From an optimization exercise on the open Yosys and OpenROAD flow, aimed at small area and few clock cycles per item; shortcuts taken in it are not production practice. Function was checked by simulation only, so behaviour that the tests miss may differ from the original.

==> run G <==
==> flow/design.v <==
package pndm_pkg;
    typedef struct packed {
        logic        mode;
        logic [9:0]  raw_gas;
        logic [9:0]  raw_clutch;
        logic [31:0] now_ms;
    } in_t;
    typedef struct packed {
        logic       clutch_alert;
        logic       gas_alert;
        logic [6:0] gas_percent;
    } out_t;
    typedef struct packed {
        logic [2:0]  enables;
        logic [9:0]  gas_idle_max;
        logic [9:0]  gas_full_min;
        logic [9:0]  clutch_margin;
        logic [7:0]  clutch_repeat;
        logic [31:0] window_ms;
        logic [31:0] timeout_ms;
        logic [31:0] cooldown_ms;
    } cfg_t;
    localparam int PADDR_W = 5;
    localparam int REG_IDX_W = 3;
    localparam logic [REG_IDX_W-1:0] REG_ENABLES       = 3'd0;
    localparam logic [REG_IDX_W-1:0] REG_GAS_IDLE_MAX  = 3'd1;
    localparam logic [REG_IDX_W-1:0] REG_GAS_FULL_MIN  = 3'd2;
    localparam logic [REG_IDX_W-1:0] REG_CLUTCH_MARGIN = 3'd3;
    localparam logic [REG_IDX_W-1:0] REG_CLUTCH_REPEAT = 3'd4;
    localparam logic [REG_IDX_W-1:0] REG_WINDOW_MS     = 3'd5;
    localparam logic [REG_IDX_W-1:0] REG_TIMEOUT_MS    = 3'd6;
    localparam logic [REG_IDX_W-1:0] REG_COOLDOWN_MS   = 3'd7;
    localparam logic [2:0]  RST_ENABLES       = 3'd7;
    localparam logic [9:0]  RST_GAS_IDLE_MAX  = 10'd51;
    localparam logic [9:0]  RST_GAS_FULL_MIN  = 10'd951;
    localparam logic [9:0]  RST_CLUTCH_MARGIN = 10'd51;
    localparam logic [7:0]  RST_CLUTCH_REPEAT = 8'd4;
    localparam logic [31:0] RST_WINDOW_MS     = 32'd30000;
    localparam logic [31:0] RST_TIMEOUT_MS    = 32'd10000;
    localparam logic [31:0] RST_COOLDOWN_MS   = 32'd60000;
    localparam int EN_MIRROR = 0;
    localparam int EN_CLUTCH = 1;
    localparam int EN_GAS    = 2;
    localparam logic MODE_SAMPLE    = 1'b0;
    localparam logic MODE_RECONNECT = 1'b1;
    localparam int unsigned MIN_USAGE_PCT = 20;
    localparam int unsigned PCT_SCALE     = 100;
endpackage
module pndm_regs (
    input  logic                          aclk,
    input  logic                          aresetn,
    input  logic                          psel,
    input  logic                          penable,
    input  logic                          pwrite,
    input  logic [pndm_pkg::PADDR_W-1:0]  paddr,
    input  logic [31:0]                   pwdata,
    output logic [31:0]                   prdata,
    output logic                          pready,
    output pndm_pkg::cfg_t                cfg
);
    pndm_pkg::cfg_t                 cfg_reg;
    logic [pndm_pkg::REG_IDX_W-1:0] idx;
    logic                 wr_en;
    assign idx    = paddr[pndm_pkg::PADDR_W-1:2];
    assign wr_en  = psel && penable && pwrite;
    assign pready = 1'b1;
    assign cfg    = cfg_reg;
    always_ff @(posedge aclk) begin
        if (!aresetn) begin
            cfg_reg.enables       <= pndm_pkg::RST_ENABLES;
            cfg_reg.gas_idle_max  <= pndm_pkg::RST_GAS_IDLE_MAX;
            cfg_reg.gas_full_min  <= pndm_pkg::RST_GAS_FULL_MIN;
            cfg_reg.clutch_margin <= pndm_pkg::RST_CLUTCH_MARGIN;
            cfg_reg.clutch_repeat <= pndm_pkg::RST_CLUTCH_REPEAT;
            cfg_reg.window_ms     <= pndm_pkg::RST_WINDOW_MS;
            cfg_reg.timeout_ms    <= pndm_pkg::RST_TIMEOUT_MS;
            cfg_reg.cooldown_ms   <= pndm_pkg::RST_COOLDOWN_MS;
        end else if (wr_en) begin
            unique case (idx)
                pndm_pkg::REG_ENABLES:       cfg_reg.enables       <= pwdata[2:0];
                pndm_pkg::REG_GAS_IDLE_MAX:  cfg_reg.gas_idle_max  <= pwdata[9:0];
                pndm_pkg::REG_GAS_FULL_MIN:  cfg_reg.gas_full_min  <= pwdata[9:0];
                pndm_pkg::REG_CLUTCH_MARGIN: cfg_reg.clutch_margin <= pwdata[9:0];
                pndm_pkg::REG_CLUTCH_REPEAT: cfg_reg.clutch_repeat <= pwdata[7:0];
                pndm_pkg::REG_WINDOW_MS:     cfg_reg.window_ms     <= pwdata;
                pndm_pkg::REG_TIMEOUT_MS:    cfg_reg.timeout_ms    <= pwdata;
                pndm_pkg::REG_COOLDOWN_MS:   cfg_reg.cooldown_ms   <= pwdata;
            endcase
        end
    end
    always_comb begin
        unique case (idx)
            pndm_pkg::REG_ENABLES:       prdata = 32'(cfg_reg.enables);
            pndm_pkg::REG_GAS_IDLE_MAX:  prdata = 32'(cfg_reg.gas_idle_max);
            pndm_pkg::REG_GAS_FULL_MIN:  prdata = 32'(cfg_reg.gas_full_min);
            pndm_pkg::REG_CLUTCH_MARGIN: prdata = 32'(cfg_reg.clutch_margin);
            pndm_pkg::REG_CLUTCH_REPEAT: prdata = 32'(cfg_reg.clutch_repeat);
            pndm_pkg::REG_WINDOW_MS:     prdata = cfg_reg.window_ms;
            pndm_pkg::REG_TIMEOUT_MS:    prdata = cfg_reg.timeout_ms;
            pndm_pkg::REG_COOLDOWN_MS:   prdata = cfg_reg.cooldown_ms;
        endcase
    end
endmodule
module pndm_core (
    input  logic           aclk,
    input  logic           aresetn,
    input  pndm_pkg::cfg_t cfg,
    input  logic           step_en,
    input  pndm_pkg::in_t  item,
    output pndm_pkg::out_t result
);
    logic [9:0]  prev_clutch_reg;
    logic [7:0]  stuck_count_reg;
    logic        racing_reg;
    logic [6:0]  peak_pct_reg;
    logic [31:0] full_time_reg;
    logic [31:0] activity_time_reg;
    logic [31:0] alert_time_reg;
    logic        clutch_alert_reg;
    logic        gas_alert_reg;
    logic [9:0]  gas, clutch;
    logic [10:0] dpos, dneg;
    logic [7:0]  stuck_mid;
    logic        gas_idle, near, stuck_hit, clutch_fire;
    logic        restart, idle_expire, racing_new, at_full, window_due;
    logic        gas_fire;
    logic [6:0]  gas_pct, peak_base, peak_max;
    logic [14:0] g25;
    logic [17:0] pct_sum;
    logic        is_rc, en_c, en_g;
    function automatic logic gt32(input logic [31:0] a, input logic [31:0] b);
        logic c;
        c = 1'b0;
        for (int i = 0; i < 32; i++) begin
            c = (a[i] & ~b[i]) | ((a[i] | ~b[i]) & c);
        end
        gt32 = c;
    endfunction
    function automatic logic [31:0] sub32(input logic [31:0] a, input logic [31:0] b);
        logic br;
        br = 1'b0;
        for (int i = 0; i < 32; i++) begin
            sub32[i] = a[i] ^ b[i] ^ br;
            br = (~a[i] & b[i]) | (~(a[i] ^ b[i]) & br);
        end
    endfunction
    function automatic logic [31:0] add32(input logic [31:0] a, input logic [31:0] b,
                                          input logic ci);
        logic c;
        c = ci;
        for (int i = 0; i < 32; i++) begin
            add32[i] = a[i] ^ b[i] ^ c;
            c = (a[i] & b[i]) | ((a[i] ^ b[i]) & c);
        end
    endfunction
    assign is_rc = item.mode;
    assign en_c  = cfg.enables[pndm_pkg::EN_CLUTCH];
    assign en_g  = cfg.enables[pndm_pkg::EN_GAS];
    always_comb begin
        gas    = item.raw_gas    ^ {10{cfg.enables[pndm_pkg::EN_MIRROR]}};
        clutch = item.raw_clutch ^ {10{cfg.enables[pndm_pkg::EN_MIRROR]}};
        g25     = 15'(add32(32'({gas, 4'd0}), add32(32'({gas, 3'd0}), 32'(gas), 1'b0), 1'b0));
        pct_sum = 18'(add32(32'({g25, 2'd0}), 32'(g25[14:8]), 1'b1));
        gas_pct = pct_sum[16:10];
        gas_idle  = !gt32(32'(gas), 32'(cfg.gas_idle_max));
        dpos      = 11'(sub32(32'(clutch), 32'(prev_clutch_reg)));
        dneg      = 11'(sub32(32'(prev_clutch_reg), 32'(clutch)));
        near      = !gt32(32'(dpos[10] ? dneg[9:0] : dpos[9:0]), 32'(cfg.clutch_margin));
        stuck_hit = gas_idle && (clutch != '0) && near;
        if (!stuck_hit) begin
            stuck_mid = '0;
        end else if (stuck_count_reg == 8'hFF) begin
            stuck_mid = stuck_count_reg;
        end else begin
            stuck_mid = 8'(add32(32'(stuck_count_reg), 32'd0, 1'b1));
        end
        clutch_fire = !gt32(32'(cfg.clutch_repeat), 32'(stuck_mid));
        restart     = !gas_idle && !racing_reg;
        idle_expire = gt32(sub32(item.now_ms, activity_time_reg), cfg.timeout_ms);
        racing_new  = !gas_idle || (racing_reg && !idle_expire);
        peak_base   = restart ? '0 : peak_pct_reg;
        peak_max    = gt32(32'(gas_pct), 32'(peak_base)) ? gas_pct : peak_base;
        at_full     = !gt32(32'(cfg.gas_full_min), 32'(gas));
        window_due  = !restart
                   && gt32(sub32(item.now_ms, full_time_reg), cfg.window_ms)
                   && gt32(sub32(item.now_ms, alert_time_reg), cfg.cooldown_ms);
        gas_fire    = racing_new && !at_full && window_due
                   && gt32(32'(peak_max), 32'(pndm_pkg::MIN_USAGE_PCT));
    end
    assign result.clutch_alert = clutch_alert_reg;
    assign result.gas_alert    = gas_alert_reg;
    assign result.gas_percent  = gas_alert_reg ? peak_pct_reg : 7'd0;
    always_ff @(posedge aclk) begin
        if (!aresetn) begin
            prev_clutch_reg   <= '0;
            stuck_count_reg   <= '0;
            racing_reg        <= 1'b0;
            peak_pct_reg      <= '0;
            full_time_reg     <= '0;
            activity_time_reg <= '0;
            alert_time_reg    <= '0;
            clutch_alert_reg  <= 1'b0;
            gas_alert_reg     <= 1'b0;
        end else if (step_en) begin
            clutch_alert_reg <= 1'b0;
            gas_alert_reg    <= 1'b0;
            if (is_rc) begin
                prev_clutch_reg   <= '0;
                stuck_count_reg   <= '0;
                racing_reg        <= 1'b0;
                peak_pct_reg      <= '0;
                full_time_reg     <= item.now_ms;
                activity_time_reg <= item.now_ms;
            end else begin
                if (en_c) begin
                    prev_clutch_reg  <= clutch;
                    stuck_count_reg  <= clutch_fire ? 8'd0 : stuck_mid;
                    clutch_alert_reg <= clutch_fire;
                end
                if (en_g) begin
                    racing_reg <= racing_new;
                    if (!gas_idle) begin
                        activity_time_reg <= item.now_ms;
                    end
                    if (restart || (racing_new && at_full)) begin
                        full_time_reg <= item.now_ms;
                    end
                    if (racing_new && at_full) begin
                        peak_pct_reg <= '0;
                    end else if (racing_new) begin
                        peak_pct_reg <= peak_max;
                    end else begin
                        peak_pct_reg <= peak_base;
                    end
                    if (gas_fire) begin
                        alert_time_reg <= item.now_ms;
                        gas_alert_reg  <= 1'b1;
                    end
                end
            end
        end
    end
endmodule
module pedal_noise_and_drift_monitor #(
    parameter int unsigned TRAVEL_MAX = 1023
) (
    input  logic                          aclk,
    input  logic                          aresetn,
    input  logic                          s_valid,
    output logic                          s_ready,
    input  logic [52:0]                   s_data,
    output logic                          m_valid,
    input  logic                          m_ready,
    output logic [8:0]                    m_data,
    input  logic                          psel,
    input  logic                          penable,
    input  logic                          pwrite,
    input  logic [pndm_pkg::PADDR_W-1:0]  paddr,
    input  logic [31:0]                   pwdata,
    output logic [31:0]                   prdata,
    output logic                          pready
);
    pndm_pkg::cfg_t cfg;
    pndm_pkg::out_t result;
    logic out_valid_reg;
    logic accept;
    assign s_ready = !out_valid_reg || m_ready;
    assign accept  = s_valid && s_ready;
    assign m_valid = out_valid_reg;
    assign m_data  = 9'(result);
    pndm_regs u_regs (
        .aclk    (aclk),
        .aresetn (aresetn),
        .psel    (psel),
        .penable (penable),
        .pwrite  (pwrite),
        .paddr   (paddr),
        .pwdata  (pwdata),
        .prdata  (prdata),
        .pready  (pready),
        .cfg     (cfg)
    );
    pndm_core u_core (
        .aclk    (aclk),
        .aresetn (aresetn),
        .cfg     (cfg),
        .step_en (accept),
        .item    (pndm_pkg::in_t'(s_data)),
        .result  (result)
    );
    always_ff @(posedge aclk) begin
        if (!aresetn) begin
            out_valid_reg <= 1'b0;
        end else if (s_ready) begin
            out_valid_reg <= s_valid;
        end
    end
endmodule
==> flow/run.sh <==
#!/bin/bash
# synth_recipe.tcl (not shown) runs the flow's synth.tcl, then flattens the netlist and writes it again
# the make line also repeats each setting of config.mk as NAME=value (left out here)
make -C /OpenROAD-flow-scripts/flow DESIGN_CONFIG=/design/flow/config.mk WORK_HOME=/design/flow/orfs CLKGATE_MAP_FILE= SYNTH_SCRIPT=/design/flow/synth_recipe.tcl finish
==> flow/config.mk <==
export PLATFORM = sky130hd
export DESIGN_NAME = pedal_noise_and_drift_monitor
export DESIGN_NICKNAME = pedal_noise_and_drift_monitor
export VERILOG_FILES = /design/flow/design.v
export SDC_FILE = /design/flow/constraint.sdc
export NUM_CORES = 4
export LEC_CHECK = 0
export ABC_AREA = 1
export CAP_MARGIN = 20
export CORE_MARGIN = 2
export CORE_UTILIZATION = 60
export SLEW_MARGIN = 20
==> flow/constraint.sdc <==
create_clock -name core_clock -period 12.0 [get_ports {aclk}]
set_input_delay 2.4000 -clock core_clock [delete_from_list [all_inputs] [get_ports {aclk}]]
set_output_delay 2.4000 -clock core_clock [all_outputs]
set_load 0.01 [all_outputs]
==> inputs of run H, as changes to run G <==
==> flow/design.v, changed modules only <==
module pndm_core (
    input  logic           aclk,
    input  logic           aresetn,
    input  pndm_pkg::cfg_t cfg,
    input  logic           step_en,
    input  pndm_pkg::in_t  item,
    output pndm_pkg::out_t result
);
    function automatic logic cmp32(input logic [31:0] a, input logic [31:0] b,
                                   input logic ci);
        logic c;
        c = ci;
        for (int i = 0; i < 32; i++) begin
            c = (a[i] & ~b[i]) | ((a[i] | ~b[i]) & c);
        end
        cmp32 = c;
    endfunction
    function automatic logic [31:0] add32(input logic [31:0] a, input logic [31:0] b,
                                          input logic ci);
        logic c;
        c = ci;
        for (int i = 0; i < 32; i++) begin
            add32[i] = a[i] ^ b[i] ^ c;
            c = (a[i] & b[i]) | (a[i] & c) | (b[i] & c);
        end
    endfunction
    function automatic logic elapsed(input logic [31:0] now, input logic [31:0] t,
                                     input logic [31:0] lim);
        elapsed = cmp32(now - t, lim, 1'b0);
    endfunction
    logic [9:0]  prev_clutch_reg;
    logic [7:0]  stuck_count_reg;
    logic        racing_reg;
    logic [6:0]  peak_pct_reg;
    logic [31:0] full_time_reg;
    logic [31:0] activity_time_reg;
    logic [31:0] alert_time_reg;
    logic        clutch_alert_reg;
    logic        gas_alert_reg;
    logic [9:0]  gas, clutch;
    logic [10:0] dc;
    logic [7:0]  stuck_mid;
    logic        gas_idle, near, stuck_hit, clutch_fire;
    logic        restart, idle_expire, racing_new, at_full, window_due;
    logic        gas_fire;
    logic [6:0]  gas_pct, peak_base, peak_max;
    logic [14:0] g25;
    logic [17:0] pct_sum;
    logic        is_rc, en_c, en_g, step_s, step_c, step_g;
    logic [31:0] now_d;
    logic        ld_full, ld_act, ld_alert, ld_prev;
    assign is_rc  = item.mode;
    assign en_c   = cfg.enables[pndm_pkg::EN_CLUTCH];
    assign en_g   = cfg.enables[pndm_pkg::EN_GAS];
    assign step_s = step_en && !is_rc;
    assign step_c = step_s && en_c;
    assign step_g = step_s && en_g;
    always_comb begin
        gas    = item.raw_gas    ^ {10{cfg.enables[pndm_pkg::EN_MIRROR]}};
        clutch = item.raw_clutch ^ {10{cfg.enables[pndm_pkg::EN_MIRROR]}};
        g25     = 15'(add32(32'({gas, 4'd0}), add32(32'({gas, 3'd0}), 32'(gas), 1'b0), 1'b0));
        pct_sum = 18'(add32(32'({g25, 2'd0}), 32'(g25[14:8]), 1'b1));
        gas_pct = pct_sum[16:10];
        gas_idle  = !cmp32(32'(gas), 32'(cfg.gas_idle_max), 1'b0);
        dc        = 11'(add32(32'(clutch), ~(32'(prev_clutch_reg)), 1'b1));
        near      = cmp32(32'(cfg.clutch_margin),
                          32'(dc[9:0] ^ {10{dc[10]}}), !dc[10]);
        stuck_hit = gas_idle && (clutch != '0) && near;
        stuck_mid = stuck_hit ? 8'(add32(32'(stuck_count_reg), 32'd0, 1'b1)) : 8'd0;
        clutch_fire = cmp32(32'(stuck_mid), 32'(cfg.clutch_repeat), 1'b1);
        restart     = !gas_idle && !racing_reg;
        idle_expire = elapsed(item.now_ms, activity_time_reg, cfg.timeout_ms);
        racing_new  = !gas_idle || (racing_reg && !idle_expire);
        peak_base   = restart ? '0 : peak_pct_reg;
        peak_max    = cmp32(32'(gas_pct), 32'(peak_base), 1'b0) ? gas_pct : peak_base;
        at_full     = cmp32(32'(gas), 32'(cfg.gas_full_min), 1'b1);
        window_due  = !restart
                   && elapsed(item.now_ms, full_time_reg, cfg.window_ms)
                   && elapsed(item.now_ms, alert_time_reg, cfg.cooldown_ms);
        gas_fire    = racing_new && !at_full && window_due
                   && cmp32(32'(peak_max), 32'(pndm_pkg::MIN_USAGE_PCT), 1'b0);
    end
    assign result.clutch_alert = clutch_alert_reg;
    assign result.gas_alert    = gas_alert_reg;
    assign result.gas_percent  = gas_alert_reg ? peak_pct_reg : 7'd0;
    assign now_d    = aresetn ? item.now_ms : 32'd0;
    assign ld_full  = !aresetn || (step_en && is_rc)
                   || (step_g && (restart || (racing_new && at_full)));
    assign ld_act   = !aresetn || (step_en && is_rc) || (step_g && !gas_idle);
    assign ld_alert = !aresetn || (step_g && gas_fire);
    assign ld_prev  = !aresetn || (step_en && is_rc) || step_c;
    always_ff @(posedge aclk) begin
        if (ld_full) full_time_reg <= now_d;
        if (ld_act) activity_time_reg <= now_d;
        if (ld_alert) alert_time_reg <= now_d;
        if (ld_prev) prev_clutch_reg <= (aresetn && !is_rc) ? clutch : 10'd0;
    end
    always_ff @(posedge aclk) begin
        if (!aresetn) begin
            stuck_count_reg   <= '0;
            racing_reg        <= 1'b0;
            peak_pct_reg      <= '0;
            clutch_alert_reg  <= 1'b0;
            gas_alert_reg     <= 1'b0;
        end else if (step_en) begin
            clutch_alert_reg <= 1'b0;
            gas_alert_reg    <= 1'b0;
            if (is_rc) begin
                stuck_count_reg   <= '0;
                racing_reg        <= 1'b0;
                peak_pct_reg      <= '0;
            end else begin
                if (en_c) begin
                    stuck_count_reg  <= clutch_fire ? 8'd0 : stuck_mid;
                    clutch_alert_reg <= clutch_fire;
                end
                if (en_g) begin
                    racing_reg <= racing_new;
                    if (racing_new && at_full) begin
                        peak_pct_reg <= '0;
                    end else if (racing_new) begin
                        peak_pct_reg <= peak_max;
                    end else begin
                        peak_pct_reg <= peak_base;
                    end
                    if (gas_fire) begin
                        gas_alert_reg  <= 1'b1;
                    end
                end
            end
        end
    end
endmodule
- CORE_UTILIZATION: 60 -> 55
==> notes.md <==
* Net Sw Frac at approximately a third
* Worst stage delay on the critical path at ~520 ps
* Run status: finished clean
* Clock network share of area at between 4 and 5%
* Slowest cell on the critical path: fa_1
* Storage element area at 6310 um^2
* Number of synthesized flops with an enable pin at about 110
* Critical Path RT at ~12000 ps
* Synth area leader: edfxtp_1
* Routed vias/inst at 5.46
* N_taps at ~400
* GRT met1 Usage at 38.0%
the above is filed under run H

==> notes.md <==
* Post-route worst setup slack at -2360 ps
* Setup violations, final at 73
* Storage element area at roughly 5200 um^2
* Layout check failures: setup timing
* Run status: complete, but fails checks
* Slowest cell on the critical path: fa_2
the above is filed under run G

Testbench counts of run G, summed over its fixed seeds: cycles 16,008, items 16,000.
Testbench counts of run H, summed over its fixed seeds: cycles 16,008, items 16,000.

-- what the ideal ports hide --
No port has a modelled driver above. Below, the same layouts with a new extraction and two added sets of constraints.
Step 1 (the two cells are an assumption about what drives the block):
set clk [get_ports {aclk}]
set_driving_cell -lib_cell sky130_fd_sc_hd__clkbuf_16 $clk
set_driving_cell -lib_cell sky130_fd_sc_hd__buf_2 [delete_from_list [all_inputs] $clk]
Step 2 moves the port delays by t, midway between the first and last clock arrival at a register: inputs arrive t later, outputs are due t later. That takes back most of the time a late clock gives input paths.
Three values: ideal ports, drivers, drivers and shift; two values: the first two.
| run | t (ns) | slack for setup (ns) | hold slack, ns | latest minus earliest clock arrival (ns) | slew at the worst register clock pin (ns) |
|---|---|---|---|---|---|
| run G | 0.615 | -2.356 / -2.342 / -2.957 | 0.470 / 0.470 / 0.470 | 0.013 / 0.013 | 0.07 / 0.07 |
| run H | 0.615 | 0.899 / 0.927 / 0.311 | 0.463 / 0.463 / 0.463 | 0.009 / 0.009 | 0.06 / 0.06 |
The setup slack of run G, which loses most, moves by +0.014 ns with the drivers and by -0.601 ns with both steps.
